What follows belongs to an exercise in optimizing a design on an open flow for small area; a production flow would make more cautious choices. Function was checked by simulation only, so behaviour that the tests miss may differ from the original. Power is estimated from default activity; no workload was simulated.

<file path="config.mk">
export PLATFORM = sky130hd
export DESIGN_NAME = regfile_multiport
export DESIGN_NICKNAME = regfile_multiport
export VERILOG_FILES = /design/flow/design.v
export SDC_FILE = /design/flow/constraint.sdc
export NUM_CORES = 4
export LEC_CHECK = 0
export CAP_MARGIN = 20
export CORE_MARGIN = 2
export CORE_UTILIZATION = 40
export SLEW_MARGIN = 20
</file>
<file path="constraint.sdc">
create_clock -name core_clock -period 5.0 [get_ports {Clk}]
set_input_delay 1.0000 -clock core_clock [delete_from_list [all_inputs] [get_ports {Clk}]]
set_output_delay 1.0000 -clock core_clock [all_outputs]
set_load 0.01 [all_outputs]
</file>
<file path="design.v">
module regfile_multiport #(
  parameter int DATA_WIDTH = 64,
  parameter int DEPTH      = 32,
  parameter int ADDR_WIDTH = $clog2(DEPTH),
  parameter int NUM_READ   = 2,
  parameter int ZERO_REG   = 1
) (
  input  logic                           Clk,
  input  logic                           Rst,
  input  logic                           write_En,
  input  logic [ADDR_WIDTH-1:0]          write_Addr,
  input  logic [DATA_WIDTH/8-1:0]        write_Be,
  input  logic [DATA_WIDTH-1:0]          data_in,
  input  logic [NUM_READ*ADDR_WIDTH-1:0] addr_Rd,
  output logic [NUM_READ*DATA_WIDTH-1:0] data_out,
  output logic                           ready
);
  localparam int NBYTES = DATA_WIDTH / 8;
  localparam logic [0:0] ST_CLEAR = 1'b0;
  localparam logic [0:0] ST_IDLE  = 1'b1;
  localparam logic [ADDR_WIDTH:0]   DEPTH_X  = (ADDR_WIDTH + 1)'(DEPTH);
  localparam logic [ADDR_WIDTH-1:0] LAST_IDX = ADDR_WIDTH'(DEPTH - 1);
  localparam bit BYPASS = 1'b0;
  logic [DATA_WIDTH-1:0]          mem_q [DEPTH];
  logic [0:0]                     state_q, state_d;
  logic [ADDR_WIDTH-1:0]          clr_ptr_q, clr_ptr_d;
  logic                           ready_q, ready_d;
  logic [NUM_READ*DATA_WIDTH-1:0] dout_q, dout_d;
  logic                  wr_live;
  logic [DATA_WIDTH-1:0] wr_merged;
  logic                  mem_we;
  logic [ADDR_WIDTH-1:0] mem_waddr;
  logic [DATA_WIDTH-1:0] mem_wdata;
  logic [ADDR_WIDTH-1:0] rd_addr;
  logic [DATA_WIDTH-1:0] rd_word;
  function automatic logic addr_live(input logic [ADDR_WIDTH-1:0] a);
    addr_live = ({1'b0, a} < DEPTH_X) && !((ZERO_REG != 0) && (a == '0));
  endfunction
  function automatic logic [DATA_WIDTH-1:0] merge_bytes(
    input logic [DATA_WIDTH-1:0] old_w,
    input logic [DATA_WIDTH-1:0] new_w,
    input logic [NBYTES-1:0]     be
  );
    logic [DATA_WIDTH-1:0] res;
    res = old_w;
    for (int k = 0; k < NBYTES; k++) begin
      if (be[k]) res[8*k +: 8] = new_w[8*k +: 8];
    end
    merge_bytes = res;
  endfunction
  assign wr_live   = write_En && (|write_Be) && addr_live(write_Addr);
  assign wr_merged = merge_bytes(mem_q[write_Addr], data_in, write_Be);
  always_comb begin
    state_d   = state_q;
    clr_ptr_d = clr_ptr_q;
    ready_d   = ready_q;
    dout_d    = dout_q;
    mem_we    = 1'b0;
    mem_waddr = write_Addr;
    mem_wdata = wr_merged;
    rd_addr   = '0;
    rd_word   = '0;
    if (state_q == ST_CLEAR) begin
      mem_we    = !Rst;
      mem_waddr = clr_ptr_q;
      mem_wdata = '0;
      clr_ptr_d = clr_ptr_q + ADDR_WIDTH'(1);
      dout_d    = '0;
      if (clr_ptr_q == LAST_IDX) begin
        state_d = ST_IDLE;
        ready_d = 1'b1;
      end
    end else begin
      mem_we = wr_live && !Rst;
      for (int i = 0; i < NUM_READ; i++) begin
        rd_addr = addr_Rd[i*ADDR_WIDTH +: ADDR_WIDTH];
        rd_word = addr_live(rd_addr) ? mem_q[rd_addr] : '0;
        if (BYPASS && wr_live && (rd_addr == write_Addr)) rd_word = wr_merged;
        dout_d[i*DATA_WIDTH +: DATA_WIDTH] = rd_word;
      end
    end
  end
  always_ff @(posedge Clk) begin
    if (Rst) begin
      state_q   <= ST_CLEAR;
      clr_ptr_q <= '0;
      ready_q   <= 1'b0;
      dout_q    <= '0;
    end else begin
      state_q   <= state_d;
      clr_ptr_q <= clr_ptr_d;
      ready_q   <= ready_d;
      dout_q    <= dout_d;
    end
  end
  always_ff @(posedge Clk) begin
    if (mem_we) mem_q[mem_waddr] <= mem_wdata;
  end
  assign data_out = dout_q;
  assign ready    = ready_q;
endmodule
</file>
<file path="run.sh">
#!/bin/bash
# synth_recipe.tcl (not shown) runs the flow's synth.tcl, then flattens the netlist and writes it again
# the make line also repeats each setting of config.mk as NAME=value (left out here)
make -C /OpenROAD-flow-scripts/flow DESIGN_CONFIG=/design/flow/config.mk WORK_HOME=/design/flow/orfs CLKGATE_MAP_FILE= SYNTH_SCRIPT=/design/flow/synth_recipe.tcl finish
</file>
==> results.yml <==
worst_setup_path:
  timing.rr.end: "mem_q[22][5]"
  required_ns: 5.52
  reg2reg_from: "state_q"
  reg2reg_depth: 6
  r2r_slack_ns: 1.44
  worst-path-max-fanout: 29
  endpoint: "mem_q[31][21]"
  critPathArrivalTime_ns: 4.53
  startpoint_type: "primary input"
  cp-end-kind: "flip-flop"
  path_class: "primary input to flip-flop"
  cp-startpoint: "write_Be[0]"
route:
  wl_per_cell_um: 39.3
  viasPerCell: 6.82
  drt_first_pass_iters: 5
  routed_wl_um: 392000
  drc: 0
  vias: 68020
  drt_iter0_drc: 9081
  ant_nets: 0
clock_network:
  clk_pin_slew_worst_paths_ns: 0.06
  cts_resized: 0
  cts_tree: "yes"
  numClockSinks: 2183
  clockRootBuffer: "clkbuf_16"
  clk_latency_ns: 0.93
  clockBufferDepth: 4
  post-cts-setup-buffers: 0
  cts_made_buffers: 240
  ctsHtreeMaxLevel: 4
  ctsHoldBuffers: 0
placement:
  io_buffers: 218
  place_congestion: 0.841
  hpwl_um: 234000
sta:
  worstMarginPinSlew_ns: 1.10
  finalCriticalPeriod_ns: 4.00
  fin_crit_sh_pct: 80.0
  finalClockSkew_ns: 0.0499
  fmax_mhz: 250
  slew_violations: 0
  whs_ns: 0.532
  setup_viol: 0
  slew-limit-headroom_pct: 26.6
  rsz0062_at_grt: "false"
  hold_viol: 0
floorplanning:
  coreArea_um2: 284000
  core.rowCount: 196
  start_util_pct: 40.1
  fp.dieW_um: 538
  die_h_um: 538
  ioPinCount: 219
  die-area_um2: 289000
logic_synthesis:
  ys_seq_elements: 2183
  synth_nets: 5780
  ys.flop_type: "edfxtp_1"
  yosysTopAreaCellShare_pct: 53.9
  ys_types: 61
  synth_area_leaders: "edfxtp_1 54%, mux4_2 34%, dfxtp_1 2.4%"
  async_reset_ff_share_pct: 0
  synth_seq_area_share_pct: 56.3
  synth_area_um2: 114000
  synth-edff-count: 2048
  syn_avg_cell_area_um2: 20.0
  yosysTopAreaCell: "edfxtp_1"
  synthCells: 5688
  yosys_warnings: 1
grt:
  grt_pass1_wl_um: 548000
  antenna_found_initial: 10
  track_usage_pct: 27.0
  first_global_vias: 69613
  grt_max_degree: 105
  globalRoute.totalOverflow: 0
power_and_ir_drop:
  vdd_drop_max_mv: 0.306
  p_comb_share_pct: 9.6
  seq_power_share_pct: 47.5
  intPower_w: 0.0319
  clock_power_share_pct: 42.8
  sw_frac_of_total_pct: 23.7
  power.density_nw_per_um2: 319
  p_leak_nw: 42.0
  p_sw_w: 0.00989
final_layout:
  syn_to_final_growth_pct: 14.9
  drive_above_1_share_pct: 42.7
  multi_input_area_um2: 47000
  seq_area_um2: 64200
  nFillCells: 23538
  fin_util_pct: 46.1
  fin_nets: 6098
min_path:
  hold_path_class: "flip-flop to flip-flop"
  hold_path_depth: 2
outcome:
  status: "timing/DRC/antenna clean"
flow_run:
  drv_cap: 0
[worst max-delay path, cell delays in order]
cell	delay, ns
clkdlybuf4s50_1	0.87
or4_1	0.32
o21ai_1	0.11
o21ai_1	0.37
nand4b_1	0.15
buf_4	0.20
nor2_4	0.61
buf_4	0.76
[per-layer routing]
layer | vias up | share of wire [%] | track usage [%]
li1 | 25906 | - | -
met1 | 36869 | 37 | 35.9
met2 | 4327 | 48 | 43.5
met3 | 912 | 9.7 | 5.25
met4 | 6 | 5.1 | 11.9
met5 | - | 0.010 | 0
[cells by family after synthesis]
logic type,synth area share (%)
AO/OA/AOI/OAI,2.66
XOR/XNOR,0.0230
flip-flops,56.3
AND/OR/NAND/NOR,1.34
adder cells (fa/ha/maj),0.0219
multiplexers,36.5
buffers and inverters,3.11
[registers in the layout, indices dropped and copies added, names as in the netlist]
| name | cells |
|---|---|
| dout_q | 128 |
| clr_ptr_q | 5 |
| mem_q | 2048 |
| state_q | 1 |
| ready_q | 1 |
[metrics by stage]
step	area, µm²	total power, W	worst slack (ns)	instances	setup TNS [ns]
6_report	131000	0.0418	0.999	9971	0
5_1_grt	131000	0.0429	1.07	9969	0
3_3_place_gp	123000	0.0243	0.257	9519	0
3_5_place_dp	123000	0.0243	0.178	9519	0
2_1_floorplan	114000	0.0229	-0.387	5688	-533.22
4_1_cts	131000	0.0421	1.14	9961	0
[power by group through the flow]
stage	clock, W	sequential (W)	combinational [W]
global route	0.0189	0.0199	0.00418
floorplan	0	0.0202	0.00268
CTS	0.0182	0.0199	0.00403
finish	0.0179	0.0199	0.00403
detailed placement	0	0.0203	0.00402
global placement	0	0.0202	0.00403
[layout by cell type, fill, tap and decap left out, types with 74 or more instances in the layout]
cell type        instances
edfxtp_1              2048
mux4_2                1737
clkinv_1               277
buf_4                  260
clkbuf_16              242
clkdlybuf4s50_1        205
mux2i_1                155
o22ai_1                137
dfxtp_1                134
buf_12                 101
mux2_2                  85
nand2_1                 74
nor2_1                  74
[how the worst min path moves through the flow]
| stage | slack, ns | startpoint | to |
|---|---|---|---|
| 6_report | 0.53 | ready_q | ready_q |
| 4_1_cts | 0.53 | ready_q | ready_q |
| 2_1_floorplan | 0.49 | clr_ptr_q[2] | clr_ptr_q[2] |
| 5_1_grt | 0.58 | ready_q | ready_q |
| 3_5_place_dp | 0.52 | ready_q | ready_q |
| 3_3_place_gp | 0.53 | ready_q | ready_q |
[cells in the mapped netlist, types with 59 or more instances]
master / number
mux2_2: 85
mux2i_1: 155
nor2_1: 91
edfxtp_1: 2048
clkinv_1: 230
dfxtp_1: 135
a221oi_1: 59
clkbuf_1: 206
nand2_1: 76
mux4_2: 1737
buf_2: 203
o22ai_1: 137
[area by class of cell]
class                           count  area share, %
Sequential cell                  2183           49.0
Antenna cell                        3        0.00573
Clock inverter                    146           1.11
Clock buffer                      296           4.85
Timing Repair Buffer              585           4.81
Multi-Input combinational cell   2730           35.8
Tap cell                         3762           3.59
Inverter                          266          0.766

what the ideal ports hide:
How much do the figures lean on ideal ports? The routed layout below was timed once more, with nothing changed but the port constraints. Step 1 assumes that a clkbuf_16 drives the clock port and a buf_2 every other input. Step 2 adds t to the input delays and takes it off the output delays; t is the mean of the earliest and latest rising clock arrival at the registers after step 1. Input paths then give back, and output paths get back, about the clock's delay inside the block. Three values: no drivers, after step 1, after step 2; two values: the first two.
t, ns: 1.007
setup WS [ns]: 0.999 / 1.076 / 0.068
worst hold slack (ns): 0.532 / 0.532 / 0.532
worst register clock-pin slew, ns: 0.07 / 0.07
worst slew at a driven data input, ns: 0.08
After both steps setup and hold are still met in this run. The setup slack of this run moves by +0.077 ns with the drivers and by -0.931 ns with both steps.
